Source: an optimization exercise on an open RTL-to-GDS flow (aim: small area and a short achievable clock period). Production flows keep margins and buffers that such runs may drop. Where RTL was checked, it was by simulation tests only, not by an equivalence proof against the original. The flow treats the clock pin as an ideal source, which a real chip does not have. Power is estimated from default activity; no workload was simulated.

## robotSensorTop
module robotSensorTop #(
	parameter int unsigned windowCycles = 500000,
	parameter int unsigned glitchTicks = 20
) (
	input  logic clk,
	input  logic reset,
	input  logic [7-1:0] encA,
	input  logic [7-1:0] encB,
	input  logic towerA,
	input  logic laserSync,
	input  logic laserSign,
	input  logic [5-1:0] limitSwitch,
	input  logic startIn,
	input  logic boardId,
	input  logic [1:0] key,
	input  logic wbCyc,
	input  logic wbStb,
	input  logic wbWe,
	input  logic [4-1:0] wbAdr,
	input  logic [16-1:0] wbDatIn,
	output logic [16-1:0] wbDatOut,
	output logic wbAck,
	output logic [1:0] irqN
);
==> flow/config.mk <==
export PLATFORM = sky130hd
export DESIGN_NAME = robotSensorTop
export DESIGN_NICKNAME = robotSensorTop
export VERILOG_FILES = /design/flow/design.v
export SDC_FILE = /design/flow/constraint.sdc
export NUM_CORES = 4
export LEC_CHECK = 0
export CAP_MARGIN = 20
export CORE_MARGIN = 2
export CORE_UTILIZATION = 40
export SETUP_SLACK_MARGIN = 2.5
export SLEW_MARGIN = 20
==> flow/constraint.sdc <==
create_clock -name core_clock -period 4.0 [get_ports {clk}]
set_input_delay 0.8000 -clock core_clock [delete_from_list [all_inputs] [get_ports {clk}]]
set_output_delay 0.8000 -clock core_clock [all_outputs]
set_load 0.01 [all_outputs]
run.sh (not shown) runs the stock make flow with config.mk's settings and CLKGATE_MAP_FILE= SYNTH_SCRIPT=/design/flow/synth_recipe.tcl, a recipe that flattens the netlist after the stock synthesis.
The baseline produced a clean layout.
Edit:
Settings changed: SETUP_SLACK_MARGIN 2.5 to 2.0.
The changed run finished clean.
Routed wire length is lower by 10%.
Setup slack hardly moves.
Design area is lower by 12%.
Function was not checked in any run of this note: the RTL went through the layout flow alone.

Another version of the RTL of robotSensorTop (not shown whole).
Size: ~2800 cells after synthesis, ~580 flip-flops, roughly 29000 um2 of cells after synthesis.
make LEC_CHECK=0 ABC_CLOCK_PERIOD_IN_PS=2000 CAP_MARGIN=20 CORE_MARGIN=2 CORE_UTILIZATION=40 SETUP_SLACK_MARGIN=1.5 SLEW_MARGIN=20 finish   # period 4.0 ns
==> next run, changes <==
Settings changed: ABC_CLOCK_PERIOD_IN_PS 2000 to unset, SETUP_SLACK_MARGIN 1.5 to unset.
Effect: Wire length shrinks by 3.3%. Cell area shrinks by 2.6%. First-iteration DRC count shrinks by 4.7%. Area after synthesis is unchanged. Flip-flop and latch count does not change. Sequential power hardly moves. Setup slack degrades by 450 ps. Final cell count shrinks by 1.0%. Total power shrinks by 2.4%. Die area is unchanged.
==> next run, changes <==
Settings changed: SETUP_SLACK_MARGIN set to 1.5.
What happened:
- The new run passed the timing, design-rule and antenna checks
- setup slack improved by 450 ps
- power increases by a few percent
- global-route usage goes up by 0.53 points
- synthesized cell count stays the same
- die area stays the same
Function was not checked in any run of this note: the RTL went through the layout flow alone.

robotSensorTop, a different RTL version from the one above (not shown whole).
Size: roughly 600 flip-flops, about 70 I/O pins, roughly 29,000 µm² of cells after synthesis.
Settings: LEC_CHECK=0, ABC_AREA=1, CAP_MARGIN=20, CORE_MARGIN=2, CORE_UTILIZATION=65, PLACE_DENSITY=0.77, SETUP_SLACK_MARGIN=1.9, SLEW_MARGIN=20; clock period 4.0 ns.
standard.sh (not shown) runs the stock make flow with config.mk's settings and CLKGATE_MAP_FILE= SYNTH_SCRIPT=/design/flow/synth_recipe.tcl, a recipe that flattens the netlist after the stock synthesis.
==> flow/flow/run.sh <==
#!/bin/bash
# The standard layout, with the port buffers as plain buffers, sizing not tied to
# footprints, clock tree synthesis without dummy loads, and extra setup repair after it
bash standard.sh MATCH_CELL_FOOTPRINT=0 "BUFFER_PORTS_ARGS=-buffer_cell sky130_fd_sc_hd__buf_2" \
  "CTS_ARGS=-sink_clustering_enable -repair_clock_nets -dont_use_dummy_load -sink_clustering_size 30 -sink_clustering_max_diameter 80" \
  POST_CTS_TCL=$(pwd)/flow/post_cts.tcl finish > standard.log 2>&1
==> flow/flow/post_cts.tcl <==
# extra setup repair after clock tree synthesis: the standard repair stops at its worst
# endpoint, so repeat it, sizing up and buffering, to reach the paths behind that one
for {set i 0} {$i < 3} {incr i} {
  repair_timing -setup -setup_margin $::env(SETUP_SLACK_MARGIN) -repair_tns 100 \
    -sequence "sizeup,swap,buffer,clone,split" -verbose
}
detailed_placement
check_placement -verbose
Rerun with:
--- a/flow/config.mk
+++ b/flow/config.mk
@@ -7,3 +7,2 @@
 export LEC_CHECK = 0
-export ABC_AREA = 1
 export CAP_MARGIN = 20
@@ -11,2 +10,3 @@
 export CORE_UTILIZATION = 65
+export GPL_ROUTABILITY_DRIVEN = 0
 export PLACE_DENSITY = 0.77
After rerunning: The changed run completed without violations. Count of clock-buffer cells in the layout is lower by 6. Cell area is lower by 9.3%. Hold slack is worse by 33 ps. Synthesized area is lower by 7.8%.
Rerun with:
==> flow/flow/run.sh (replaced) <==
#!/bin/bash
# The standard layout, with the port buffers as plain buffers, sizing not tied to
# footprints, clock tree synthesis without dummy loads, and extra setup repair after it
bash standard.sh MATCH_CELL_FOOTPRINT=0 "BUFFER_PORTS_ARGS=-buffer_cell sky130_fd_sc_hd__buf_2" \
  "CTS_ARGS=-sink_clustering_enable -repair_clock_nets -dont_use_dummy_load" \
  POST_CTS_TCL=$(pwd)/flow/post_cts.tcl finish > standard.log 2>&1
--- a/flow/config.mk
+++ b/flow/config.mk
@@ -10,5 +10,4 @@
 export CORE_UTILIZATION = 65
-export GPL_ROUTABILITY_DRIVEN = 0
 export PLACE_DENSITY = 0.77
-export SETUP_SLACK_MARGIN = 1.9
+export SETUP_SLACK_MARGIN = 2.0
 export SLEW_MARGIN = 20
Result: Flip-flop and latch count is unchanged. Register-to-register slack loses 20 ps. Total power went up by 16%. Via count went up by 1.7%. Synthesized area stays the same. Sequential power stays flat. Non-clock buffer count went up by 41. Fmax went down by 0.84%.
Rerun with:
--- a/flow/flow/run.sh
+++ b/flow/flow/run.sh
@@ -4,3 +4,3 @@
 bash standard.sh MATCH_CELL_FOOTPRINT=0 "BUFFER_PORTS_ARGS=-buffer_cell sky130_fd_sc_hd__buf_2" \
-  "CTS_ARGS=-sink_clustering_enable -repair_clock_nets -dont_use_dummy_load" \
+  "CTS_ARGS=-sink_clustering_enable -repair_clock_nets -dont_use_dummy_load -sink_clustering_size 30 -sink_clustering_max_diameter 80" \
   POST_CTS_TCL=$(pwd)/flow/post_cts.tcl finish > standard.log 2>&1
--- a/flow/config.mk
+++ b/flow/config.mk
@@ -9,5 +9,5 @@
 export CORE_MARGIN = 2
-export CORE_UTILIZATION = 65
-export PLACE_DENSITY = 0.77
-export SETUP_SLACK_MARGIN = 2.0
+export CORE_UTILIZATION = 75
+export PLACE_DENSITY = 0.85
+export SETUP_SLACK_MARGIN = 1.9
 export SLEW_MARGIN = 20
Effect: The changed run produced a clean layout; die area is lower by roughly a tenth; maximum frequency goes down slightly; register-to-register slack gets worse by 20 ps; final cell count drops by a few percent; first-iteration DRC count came out higher by roughly a tenth; count of clock-buffer cells in the layout fell by 31; critical path depth stays the same.

separate check: timing with driven ports:
How much do the figures lean on ideal ports? The routed layouts below were timed once more, with nothing changed but the port constraints.
Step 1 assumes that a clkbuf_16 drives the clock port and a buf_2 every other input.
Step 2 adds t to the input delays and takes it off the output delays; t is the mean of the earliest and latest rising clock arrival at the registers after step 1. Input paths then give back, and output paths get back, about the clock's delay inside the block.
Three values: no drivers, after step 1, after step 2; two values: the first two.
run | t (ns) | slack for setup (ns) | worst setup path after step 2 | latest minus earliest clock arrival (ns)
the first run of note 1 | 0.675 | 1.667 / 1.667 / 1.612 | input to register | 0.036 / 0.035
the second run of note 1 | 0.660 | 1.666 / 1.666 / 1.314 | input to register | 0.025 / 0.026
the first run of note 2 | 0.670 | 1.373 / 1.373 / 0.964 | input to register | 0.031 / 0.030
the second run of note 2 | 0.661 | 0.921 / 0.960 / 0.299 | input to register | 0.046 / 0.045
the third run of note 2 | 0.670 | 1.373 / 1.373 / 0.964 | input to register | 0.031 / 0.030
the first run of note 3 | 0.619 | 1.851 / 1.790 / 1.481 | input to register | 0.061 / 0.062
the second run of note 3 | 0.639 | 1.895 / 1.895 / 1.397 | input to register | 0.076 / 0.076
the third run of note 3 | 0.661 | 1.877 / 1.877 / 1.440 | input to register | 0.056 / 0.056
the fourth run of note 3 | 0.634 | 1.858 / 1.858 / 1.336 | input to register | 0.109 / 0.109
After both steps every run listed still meets setup and hold. The setup slack of the second run of note 2, which loses most, moves by +0.039 ns with the drivers and by -0.622 ns with both steps.
